Context: an optimization exercise on an open-source flow, tuned for small area, a short achievable clock period and few clock cycles per item. The choices shown serve that exercise and are no tape-out recipe.
Only simulation tests tie the RTL to the original design; equivalence was not proved.
Power is estimated from default activity; no workload was simulated.

<file path="design/flow/design.v">
package rhsc_pkg;
  localparam int MAX_KEY_LEN = 64;
  localparam int KLEN_W      = $clog2(MAX_KEY_LEN + 1);
  localparam int ADDR_W      = (MAX_KEY_LEN > 1) ? $clog2(MAX_KEY_LEN) : 1;
  localparam int HASH_W      = 32;
  localparam int POS_W       = 16;
  localparam int CHAR_W      = 8;
  localparam int OP_W        = 2;
  localparam int Q_DEPTH     = 4;
  localparam int Q_AW        = $clog2(Q_DEPTH);
  localparam int Q_CW        = $clog2(Q_DEPTH + 1);
  typedef logic [OP_W-1:0]     op_t;
  typedef logic [CHAR_W-1:0]   chr_t;
  typedef logic [HASH_W-1:0]   hash_t;
  typedef logic [POS_W-1:0]    pos_t;
  typedef logic [POS_W:0]      posx_t;
  typedef logic [KLEN_W-1:0]   klen_t;
  typedef logic [KLEN_W:0]     klenx_t;
  typedef logic [ADDR_W-1:0]   addr_t;
  typedef logic [Q_AW-1:0]     qptr_t;
  typedef logic [Q_CW-1:0]     qcnt_t;
  localparam op_t OP_KEY   = 2'd0;
  localparam op_t OP_TEXT  = 2'd1;
  localparam op_t OP_CLEAR = 2'd2;
  localparam pos_t  POS_MAX  = '1;
  localparam hash_t HASH_ONE = hash_t'(1);
  typedef enum logic [1:0] {
    KIND_KEY,
    KIND_TEXT,
    KIND_CLEAR
  } kind_t;
  typedef struct packed {
    kind_t kind;
    chr_t  chr;
  } cmd_t;
  function automatic hash_t mul31(input hash_t x);
    mul31 = (x << 5) - x;
  endfunction
endpackage
module rhsc_front (
  input  logic             clk,
  input  logic             rst_n,
  input  logic             in_valid,
  input  rhsc_pkg::op_t    in_op,
  input  rhsc_pkg::chr_t   in_char,
  output logic             in_ready,
  output logic             fe_valid,
  output rhsc_pkg::cmd_t   fe_cmd,
  input  logic             fe_ready
);
  logic           fe_valid_r;
  logic           fe_valid_nxt;
  rhsc_pkg::cmd_t fe_cmd_r;
  rhsc_pkg::cmd_t fe_cmd_nxt;
  logic           dec_ok;
  logic           load;
  assign in_ready      = !fe_valid_r || fe_ready;
  assign load          = in_valid && in_ready;
  always_comb begin
    dec_ok          = 1'b1;
    fe_cmd_nxt.chr  = in_char;
    fe_cmd_nxt.kind = rhsc_pkg::KIND_TEXT;
    case (in_op)
      rhsc_pkg::OP_KEY:   fe_cmd_nxt.kind = rhsc_pkg::KIND_KEY;
      rhsc_pkg::OP_TEXT:  fe_cmd_nxt.kind = rhsc_pkg::KIND_TEXT;
      rhsc_pkg::OP_CLEAR: fe_cmd_nxt.kind = rhsc_pkg::KIND_CLEAR;
      default:            dec_ok = 1'b0;
    endcase
  end
  always_comb begin
    if (load) begin
      fe_valid_nxt = dec_ok;
    end else begin
      fe_valid_nxt = fe_valid_r && !fe_ready;
    end
  end
  always_ff @(posedge clk) begin
    if (!rst_n) begin
      fe_valid_r <= 1'b0;
    end else begin
      fe_valid_r <= fe_valid_nxt;
    end
  end
  always_ff @(posedge clk) begin
    if (load) begin
      fe_cmd_r <= fe_cmd_nxt;
    end
  end
  assign fe_valid = fe_valid_r;
  assign fe_cmd   = fe_cmd_r;
endmodule
module rhsc_queue (
  input  logic             clk,
  input  logic             rst_n,
  input  logic             in_valid,
  input  rhsc_pkg::cmd_t   in_cmd,
  output logic             in_ready,
  output logic             out_valid,
  output rhsc_pkg::cmd_t   out_cmd,
  input  logic             out_ready
);
  logic [rhsc_pkg::CHAR_W+1:0] q_mem [rhsc_pkg::Q_DEPTH];   
  rhsc_pkg::qptr_t wp_r;
  rhsc_pkg::qptr_t wp_nxt;
  rhsc_pkg::qptr_t rp_r;
  rhsc_pkg::qptr_t rp_nxt;
  rhsc_pkg::qcnt_t cnt_r;
  rhsc_pkg::qcnt_t cnt_nxt;
  logic            push;
  logic            pop;
  assign in_ready  = cnt_r != rhsc_pkg::qcnt_t'(rhsc_pkg::Q_DEPTH);
  assign out_valid = cnt_r != '0;
  assign out_cmd   = q_mem[rp_r];
  assign push      = in_valid && in_ready;
  assign pop       = out_valid && out_ready;
  always_comb begin
    wp_nxt  = push ? wp_r + 1'b1 : wp_r;
    rp_nxt  = pop ? rp_r + 1'b1 : rp_r;
    cnt_nxt = cnt_r;
    if (push && !pop) begin
      cnt_nxt = cnt_r + 1'b1;
    end else if (pop && !push) begin
      cnt_nxt = cnt_r - 1'b1;
    end
  end
  always_ff @(posedge clk) begin
    if (!rst_n) begin
      wp_r  <= '0;
      rp_r  <= '0;
      cnt_r <= '0;
    end else begin
      wp_r  <= wp_nxt;
      rp_r  <= rp_nxt;
      cnt_r <= cnt_nxt;
    end
  end
  always_ff @(posedge clk) begin
    if (push) begin
      q_mem[wp_r] <= in_cmd;
    end
  end
endmodule
module rhsc_back (
  input  logic             clk,
  input  logic             rst_n,
  input  logic             q_valid,
  input  rhsc_pkg::cmd_t   q_cmd,
  output logic             q_ready,
  output logic             out_valid,
  input  logic             out_ready,
  output logic             out_match,
  output rhsc_pkg::pos_t   out_start,
  output rhsc_pkg::pos_t   out_count
);
  typedef struct packed {
    logic            valid;
    logic            text;
    logic            clr;
    logic            leave;
    logic            elig;
    rhsc_pkg::pos_t  start;
    rhsc_pkg::hash_t cp;
    rhsc_pkg::hash_t khash;
  } s1_t;
  typedef struct packed {
    logic            valid;
    logic            text;
    logic            clr;
    logic            elig;
    rhsc_pkg::pos_t  start;
    rhsc_pkg::hash_t cp;
    rhsc_pkg::hash_t lp;
  } s2_t;
  logic adv;
  rhsc_pkg::klen_t  klen_r, klen_nxt;
  rhsc_pkg::hash_t  khash_r, khash_nxt;
  rhsc_pkg::hash_t  kpow_r, kpow_nxt;
  rhsc_pkg::pos_t   idx_r, idx_nxt;
  rhsc_pkg::hash_t  pw_r, pw_nxt;
  rhsc_pkg::addr_t  wr_r, wr_nxt;
  rhsc_pkg::chr_t   ring_mem [rhsc_pkg::MAX_KEY_LEN];
  rhsc_pkg::chr_t   lv_chr_r;
  rhsc_pkg::addr_t  raddr;
  rhsc_pkg::klenx_t wr_ext;
  rhsc_pkg::klenx_t kl_ext;
  rhsc_pkg::posx_t  idx_inc;
  logic             text_go;
  s1_t              s1_r, s1_nxt;
  rhsc_pkg::hash_t  pl_r, pl_nxt;
  rhsc_pkg::hash_t  kp_r, kp_nxt;
  rhsc_pkg::hash_t  lv_ext;
  s2_t              s2_r, s2_nxt;
  rhsc_pkg::hash_t  w_r, w_nxt;
  rhsc_pkg::pos_t   hit_r, hit_nxt;
  rhsc_pkg::hash_t  w_sum;
  logic             hit;
  logic             out_valid_r;
  logic             match_r;
  rhsc_pkg::pos_t   start_r;
  rhsc_pkg::pos_t   cnt_r;
  assign adv     = !out_valid_r || out_ready;
  assign q_ready = adv;
  assign text_go = adv && q_valid && (q_cmd.kind == rhsc_pkg::KIND_TEXT);
  always_comb begin
    wr_ext = rhsc_pkg::klenx_t'(wr_r);
    kl_ext = rhsc_pkg::klenx_t'(klen_r);
    if (wr_ext >= kl_ext) begin
      raddr = rhsc_pkg::addr_t'(wr_ext - kl_ext);
    end else begin
      raddr = rhsc_pkg::addr_t'(wr_ext + rhsc_pkg::klenx_t'(rhsc_pkg::MAX_KEY_LEN) - kl_ext);
    end
  end
  always_comb begin
    klen_nxt  = klen_r;
    khash_nxt = khash_r;
    kpow_nxt  = kpow_r;
    idx_nxt   = idx_r;
    pw_nxt    = pw_r;
    wr_nxt    = wr_r;
    s1_nxt    = '0;
    idx_inc   = rhsc_pkg::posx_t'(idx_r) + 1'b1;
    if (q_valid) begin
      case (q_cmd.kind)
        rhsc_pkg::KIND_KEY: begin
          if (klen_r < rhsc_pkg::klen_t'(rhsc_pkg::MAX_KEY_LEN)) begin
            khash_nxt    = khash_r + rhsc_pkg::hash_t'(rhsc_pkg::hash_t'(q_cmd.chr) * kpow_r);
            kpow_nxt     = rhsc_pkg::mul31(kpow_r);
            klen_nxt     = klen_r + 1'b1;
            idx_nxt      = '0;
            pw_nxt       = rhsc_pkg::HASH_ONE;
            s1_nxt.valid = 1'b1;
            s1_nxt.clr   = 1'b1;
            s1_nxt.khash = khash_nxt;
          end
        end
        rhsc_pkg::KIND_CLEAR: begin
          klen_nxt     = '0;
          khash_nxt    = '0;
          kpow_nxt     = rhsc_pkg::HASH_ONE;
          idx_nxt      = '0;
          pw_nxt       = rhsc_pkg::HASH_ONE;
          s1_nxt.valid = 1'b1;
          s1_nxt.clr   = 1'b1;
        end
        rhsc_pkg::KIND_TEXT: begin
          s1_nxt.valid = 1'b1;
          s1_nxt.text  = 1'b1;
          s1_nxt.leave = (klen_r != '0) && (idx_r >= rhsc_pkg::pos_t'(klen_r));
          s1_nxt.elig  = (klen_r != '0) && (idx_inc >= rhsc_pkg::posx_t'(klen_r));
          s1_nxt.start = rhsc_pkg::pos_t'(idx_inc - rhsc_pkg::posx_t'(klen_r));
          s1_nxt.cp    = rhsc_pkg::hash_t'(rhsc_pkg::hash_t'(q_cmd.chr) * pw_r);
          pw_nxt       = rhsc_pkg::mul31(pw_r);
          if (idx_r != rhsc_pkg::POS_MAX) begin
            idx_nxt = idx_r + 1'b1;
          end
          if (wr_r == rhsc_pkg::addr_t'(rhsc_pkg::MAX_KEY_LEN - 1)) begin
            wr_nxt = '0;
          end else begin
            wr_nxt = wr_r + 1'b1;
          end
        end
        default: ;
      endcase
    end
  end
  always_ff @(posedge clk) begin
    if (text_go) begin
      ring_mem[wr_r] <= q_cmd.chr;
      lv_chr_r       <= ring_mem[raddr];
    end
  end
  always_comb begin
    pl_nxt = pl_r;
    kp_nxt = kp_r;
    lv_ext = s1_r.leave ? rhsc_pkg::hash_t'(lv_chr_r) : '0;
    s2_nxt.valid = s1_r.valid;
    s2_nxt.text  = s1_r.text;
    s2_nxt.clr   = s1_r.clr;
    s2_nxt.elig  = s1_r.elig;
    s2_nxt.start = s1_r.start;
    s2_nxt.cp    = s1_r.cp;
    s2_nxt.lp    = rhsc_pkg::hash_t'(lv_ext * pl_r);
    if (s1_r.valid) begin
      if (s1_r.clr) begin
        pl_nxt = rhsc_pkg::HASH_ONE;
        kp_nxt = s1_r.khash;
      end else if (s1_r.text && s1_r.leave) begin
        pl_nxt = rhsc_pkg::mul31(pl_r);
        kp_nxt = rhsc_pkg::mul31(kp_r);
      end
    end
  end
  always_comb begin
    w_nxt   = w_r;
    hit_nxt = hit_r;
    w_sum   = (w_r - s2_r.lp) + s2_r.cp;
    hit     = s2_r.valid && s2_r.text && s2_r.elig && (w_sum == kp_r);
    if (s2_r.valid) begin
      if (s2_r.clr) begin
        w_nxt   = '0;
        hit_nxt = '0;
      end else if (s2_r.text) begin
        w_nxt = w_sum;
        if (hit && hit_r != rhsc_pkg::POS_MAX) begin
          hit_nxt = hit_r + 1'b1;
        end
      end
    end
  end
  always_ff @(posedge clk) begin
    if (!rst_n) begin
      klen_r      <= '0;
      khash_r     <= '0;
      kpow_r      <= rhsc_pkg::HASH_ONE;
      idx_r       <= '0;
      pw_r        <= rhsc_pkg::HASH_ONE;
      wr_r        <= '0;
      s1_r        <= '0;
      pl_r        <= rhsc_pkg::HASH_ONE;
      kp_r        <= '0;
      s2_r        <= '0;
      w_r         <= '0;
      hit_r       <= '0;
      out_valid_r <= 1'b0;
    end else if (adv) begin
      klen_r      <= klen_nxt;
      khash_r     <= khash_nxt;
      kpow_r      <= kpow_nxt;
      idx_r       <= idx_nxt;
      pw_r        <= pw_nxt;
      wr_r        <= wr_nxt;
      s1_r        <= s1_nxt;
      pl_r        <= pl_nxt;
      kp_r        <= kp_nxt;
      s2_r        <= s2_nxt;
      w_r         <= w_nxt;
      hit_r       <= hit_nxt;
      out_valid_r <= s2_r.valid && s2_r.text;
    end
  end
  always_ff @(posedge clk) begin
    if (adv) begin
      match_r <= hit;
      start_r <= hit ? s2_r.start : '0;
      cnt_r   <= hit_nxt;
    end
  end
  assign out_valid = out_valid_r;
  assign out_match = match_r;
  assign out_start = start_r;
  assign out_count = cnt_r;
endmodule
module rolling_hash_substring_counter_top (
  input  logic        clk,
  input  logic        rst_n,
  input  logic        in_valid,
  output logic        in_ready,
  input  logic [1:0]  in_op,
  input  logic [7:0]  in_char,
  output logic        out_valid,
  input  logic        out_ready,
  output logic        out_match,
  output logic [15:0] out_start,
  output logic [15:0] out_count
);
  logic           fe_valid;
  rhsc_pkg::cmd_t fe_cmd;
  logic           fe_ready;
  logic           q_valid;
  rhsc_pkg::cmd_t q_cmd;
  logic           q_ready;
  rhsc_front u_front (
    .clk      (clk),
    .rst_n    (rst_n),
    .in_valid (in_valid),
    .in_op    (in_op),
    .in_char  (in_char),
    .in_ready (in_ready),
    .fe_valid (fe_valid),
    .fe_cmd   (fe_cmd),
    .fe_ready (fe_ready)
  );
  rhsc_queue u_queue (
    .clk       (clk),
    .rst_n     (rst_n),
    .in_valid  (fe_valid),
    .in_cmd    (fe_cmd),
    .in_ready  (fe_ready),
    .out_valid (q_valid),
    .out_cmd   (q_cmd),
    .out_ready (q_ready)
  );
  rhsc_back u_back (
    .clk       (clk),
    .rst_n     (rst_n),
    .q_valid   (q_valid),
    .q_cmd     (q_cmd),
    .q_ready   (q_ready),
    .out_valid (out_valid),
    .out_ready (out_ready),
    .out_match (out_match),
    .out_start (out_start),
    .out_count (out_count)
  );
endmodule
</file>
<file path="design/flow/run.sh">
#!/bin/bash
# synth_recipe.tcl (not shown) runs the flow's synth.tcl, then flattens the netlist and writes it again
# the make line also repeats each setting of config.mk as NAME=value (left out here)
make -C /OpenROAD-flow-scripts/flow DESIGN_CONFIG=/design/flow/config.mk WORK_HOME=/design/flow/orfs CLKGATE_MAP_FILE= SYNTH_SCRIPT=/design/flow/synth_recipe.tcl finish
</file>
<file path="design/flow/config.mk">
export PLATFORM = sky130hd
export DESIGN_NAME = rolling_hash_substring_counter_top
export DESIGN_NICKNAME = rolling_hash_substring_counter_top
export VERILOG_FILES = /design/flow/design.v
export SDC_FILE = /design/flow/constraint.sdc
export NUM_CORES = 4
export LEC_CHECK = 0
export CAP_MARGIN = 20
export CORE_MARGIN = 2
export CORE_UTILIZATION = 40
export SLEW_MARGIN = 20
</file>
<file path="design/flow/constraint.sdc">
create_clock -name core_clock -period 7.0 [get_ports {clk}]
set_input_delay 1.4000 -clock core_clock [delete_from_list [all_inputs] [get_ports {clk}]]
set_output_delay 1.4000 -clock core_clock [all_outputs]
set_load 0.01 [all_outputs]
</file>
==> notes.md <==
## logic make-up (layout without fill, tap and decap cells)
| family | after synthesis | in the layout | synth area share (%) |
|---|---|---|---|
| AO/OA/AOI/OAI | 1085 | 1085 | 10.45 |
| XOR/XNOR | 300 | 300 | 4.095 |
| adder cells (fa/ha/maj) | 826 | 826 | 20.71 |
| buffers and inverters | 1178 | 1134 | 6.475 |
| flip-flops | 1020 | 1020 | 38.23 |
| multiplexers | 193 | 193 | 5.874 |
| AND/OR/NAND/NOR | 2020 | 2020 | 14.18 |
## layout by cell type, fill, tap and decap left out, types with 162 or more instances in the layout
cell      count
nor2_1      478
mux4_2      162
and2_1      333
a22oi_1     176
ha_1        293
xnor2_1     202
nand2_1     629
fa_1        531
a21oi_1     318
dfxtp_1     416
edfxtp_1    603
inv_1       794
## worst min-delay path, delay by kind of cell (launching register included)
| family | cells | cell delay, ps |
|---|---|---|
| flops | 1 | 310 |
| simple gates | 1 | 60 |
| compound gates | 1 | 50 |
## stage by stage
step	setup slack [ps]	instance area [um2]	total power [mW]	std cells	hold slack, ps
floorplan	262.5	69220	19.53	6622	424.0
global placement	370.7	71910	23.68	8682	436.6
detailed placement	271.3	71940	23.89	8683	439.5
CTS	229.8	75590	29.85	8888	443.9
global route	9.532	75620	31.90	8888	467.1
finish	333.5	75620	29.71	8888	439.9
## per-layer routing
| layer | part of all wire [%] | vias up |
|---|---|---|
| li1 | - | 22380 |
| met1 | 45 | 24050 |
| met2 | 47 | 1250 |
| met3 | 5.1 | 280 |
| met4 | 3.1 | 0 |
| met5 | 0 | - |
## registers in the layout (all words and copies together) (netlist names), 6 cells and up, named ones only
name	count
u_back.cnt_r	16
u_back.hit_r	16
u_back.idx_r	16
u_back.khash_r	32
u_back.klen_r	7
u_back.kp_r	32
u_back.kpow_r	32
u_back.lv_chr_r	8
u_back.pl_r	32
u_back.pw_r	32
u_back.ring_mem	512
u_back.s1_r	85
u_back.s2_r	84
u_back.start_r	16
u_back.w_r	32
u_back.wr_r	6
u_front.fe_cmd_r	10
u_queue.q_mem	40
## worst paths after layout
path / endpoint / slack, ps / depth (start not counted)
setup / recovery: u_back.khash_r[24]$_SDFFE_PN0P_ / 330 / 20
hold / removal: u_back.s2_r[53]$_SDFFE_PN0N_ / 440 / 2
setup reg to reg: u_back.khash_r[24]$_SDFFE_PN0P_ / 330 / 20
hold reg to reg: u_back.s2_r[53]$_SDFFE_PN0N_ / 440 / 2
## report_power, final
group / internal, mW / switching, mW / total, mW
registers: 7.14 / 0.623 / 7.76
clock network: 3.23 / 2.61 / 5.84
logic: 6.67 / 9.45 / 16.1
total: 17.0 / 12.7 / 29.7
## layout make-up
class	instances	share of cell area [%]
Clock buffer	146	4.004
Clock inverter	59	0.8290
Inverter	797	3.969
Multi-Input combinational cell	4424	50.78
Sequential cell	1020	34.99
Tap cell	2310	3.822
Timing Repair Buffer	132	1.605
## repair_timing
item	CTS	global route
hold buffers	0	0
gates resized for setup	0	6
setup endpoints to repair	0	6
==> qor.yml <==
clock_network:
  cts_max_path_buffers: 3
  clock_sinks: 1020
  cts_tree: "done"
  clock_latency_ps: 780
  cts_inserted_buffers: 110
  ctsHtreeMaxLevel: 3
  path_clk_slew_ps: 70
  cts_setup_buffers: 0
  cts-root-buf: "clkbuf_16"
cells_and_area:
  n_antenna_cell: 0
  fin_nets: 7325
  register_area_um2: 26460
  multi_input_area_um2: 38400
  syn2layout_area_growth_pct: 9.274
  finish.utilization_pct: 44.03
  layout-drive-gt1-share_pct: 7.677
  final.fill_count: 16110
pwr:
  p_leak_nw: 29.46
  pwr_density_cell_nw_per_um2: 392.9
  ir_worst_vdd_mv: 0.2930
timing:
  final.setup.tns_ps: 0
  min_period_over_period_pct: 95.24
  setup_viol: 0
  finalHoldViolCount: 0
  min_period_ps: 6667
  max_freq_mhz: 150.0
  slew-limit-headroom_pct: 25.92
  worstMarginPinSlew_ps: 1104
  grt_setup_unrepaired: "no"
  clock-skew-final_ps: 82.99
  drv_slew: 0
worst_setup_path:
  path_buf_inv: 4
  max_stage_delay_ps: 750
  worstSetupPathType: "reg2reg"
  cp-start-kind: "flop"
  slowest_stage: "mux4_4"
  critPathMaxFanout: 60
  worstPathArrival_ps: 7290
  endpoint_kind: "flop"
  cp_top_family: "adder cells"
  crit_path_cell_trace: "buf_4 -> mux4_4 -> buf_12 -> and2_1 -> fa_1 -> fa_1 -> fa_1 -> inv_1 -> fa_1 -> inv_1 -> ha_1 -> or4_1 -> a21o_1 -> nor4b_1 -> o311a_1 -> a21oi_2 -> o21ai_0 -> a21o_1 -> and3b_1 -> o31a_1"
  critPathRequiredTime_ps: 7630
  critPathMostFrequentCell: "fa_1"
logic_synthesis:
  yosysTopAreaCellShare_pct: 26.17
  ys_ff_latch: 1020
  synth_edf_count: 603
  yosys_warnings: 3
  synth_seq_area_share_pct: 38.23
  ys.flop_type: "edfxtp_1"
  synthMostInstantiatedCell: "inv_1"
  avgSynthCellArea_um2: 10.45
  synthCells: 6622
  synthTopCellsByArea: "edfxtp_1 26%, fa_1 15%, dfxtp_1 12%"
  netlist_area_um2: 69200
  synth_top_area_cell: "edfxtp_1"
  synthesis.nets: 7462
  synth.distinct_cells: 99
  async_reset_ff_share_pct: 0
  synth_common_cells: "796 x inv_1, 629 x nand2_1, 603 x edfxtp_1"
detailed_routing:
  viasPerCell: 5.396
  wl_per_cell_um: 20.00
  detail_route.first_pass.iterations: 8
  detail-route-antenna-nets: 0
  routed_wl_um: 177700
  drtIter0Drc: 4006
  via_count: 47960
  drc: 0
place:
  dpl.hpwl_um: 126600
  port_buffers: 48
  routabilityCongestion: 0.9125
global_routing:
  use_met1_pct: 28.18
  grt_pass1_vias: 48820
  track_usage_pct: 20.41
  use_met2_pct: 33.26
  grt_use_met3_pct: 2.736
  grt_overflow: 0
  grt_max_degree: 140
  busiest_layer: "met2"
  grt_pass1_wl_um: 281900
  antenna_found_initial: 5
worst_hold_path:
  min_from: "u_back.s1_r[53]$_SDFFE_PN0N_"
  hp-class: "reg2reg"
floorplanning:
  die_x_um: 419.9
  row_count: 152
  core_area_um2: 171700
  die_y_um: 419.9
  num_io_pins: 49
  start_util_pct: 40.30
  dieArea_um2: 176300
job:
  cap_violations: 0
status:
  outcome: "no timing/DRC/antenna violations"
Testbench counts, summed over its fixed seeds: cycles 24,804, items 22,232.

-- what the ideal ports hide --
Ports are ideal in the flow. The routed layout listed here was re-timed in OpenROAD.
Step 1 (the two cells are an assumption about what drives the block):
set clk [get_ports {clk}]
set_driving_cell -lib_cell sky130_fd_sc_hd__clkbuf_16 $clk
set_driving_cell -lib_cell sky130_fd_sc_hd__buf_2 [delete_from_list [all_inputs] $clk]
Step 2 adds t to the input delays and takes it off the output delays; t is the mean of the earliest and latest rising clock arrival at the registers after step 1. Input paths then give back, and output paths get back, about the clock's delay inside the block.
Slacks: ideal ports / drivers / drivers and shift; pairs: ideal ports / drivers.
t (ns): 0.834
setup slack, ns: 0.333 / 0.333 / 0.333
worst slew at a driven data input, ns: 0.06
After both steps setup and hold are still met in this run. The setup slack of this run moves by 0.000 ns with the drivers and by 0.000 ns with both steps.
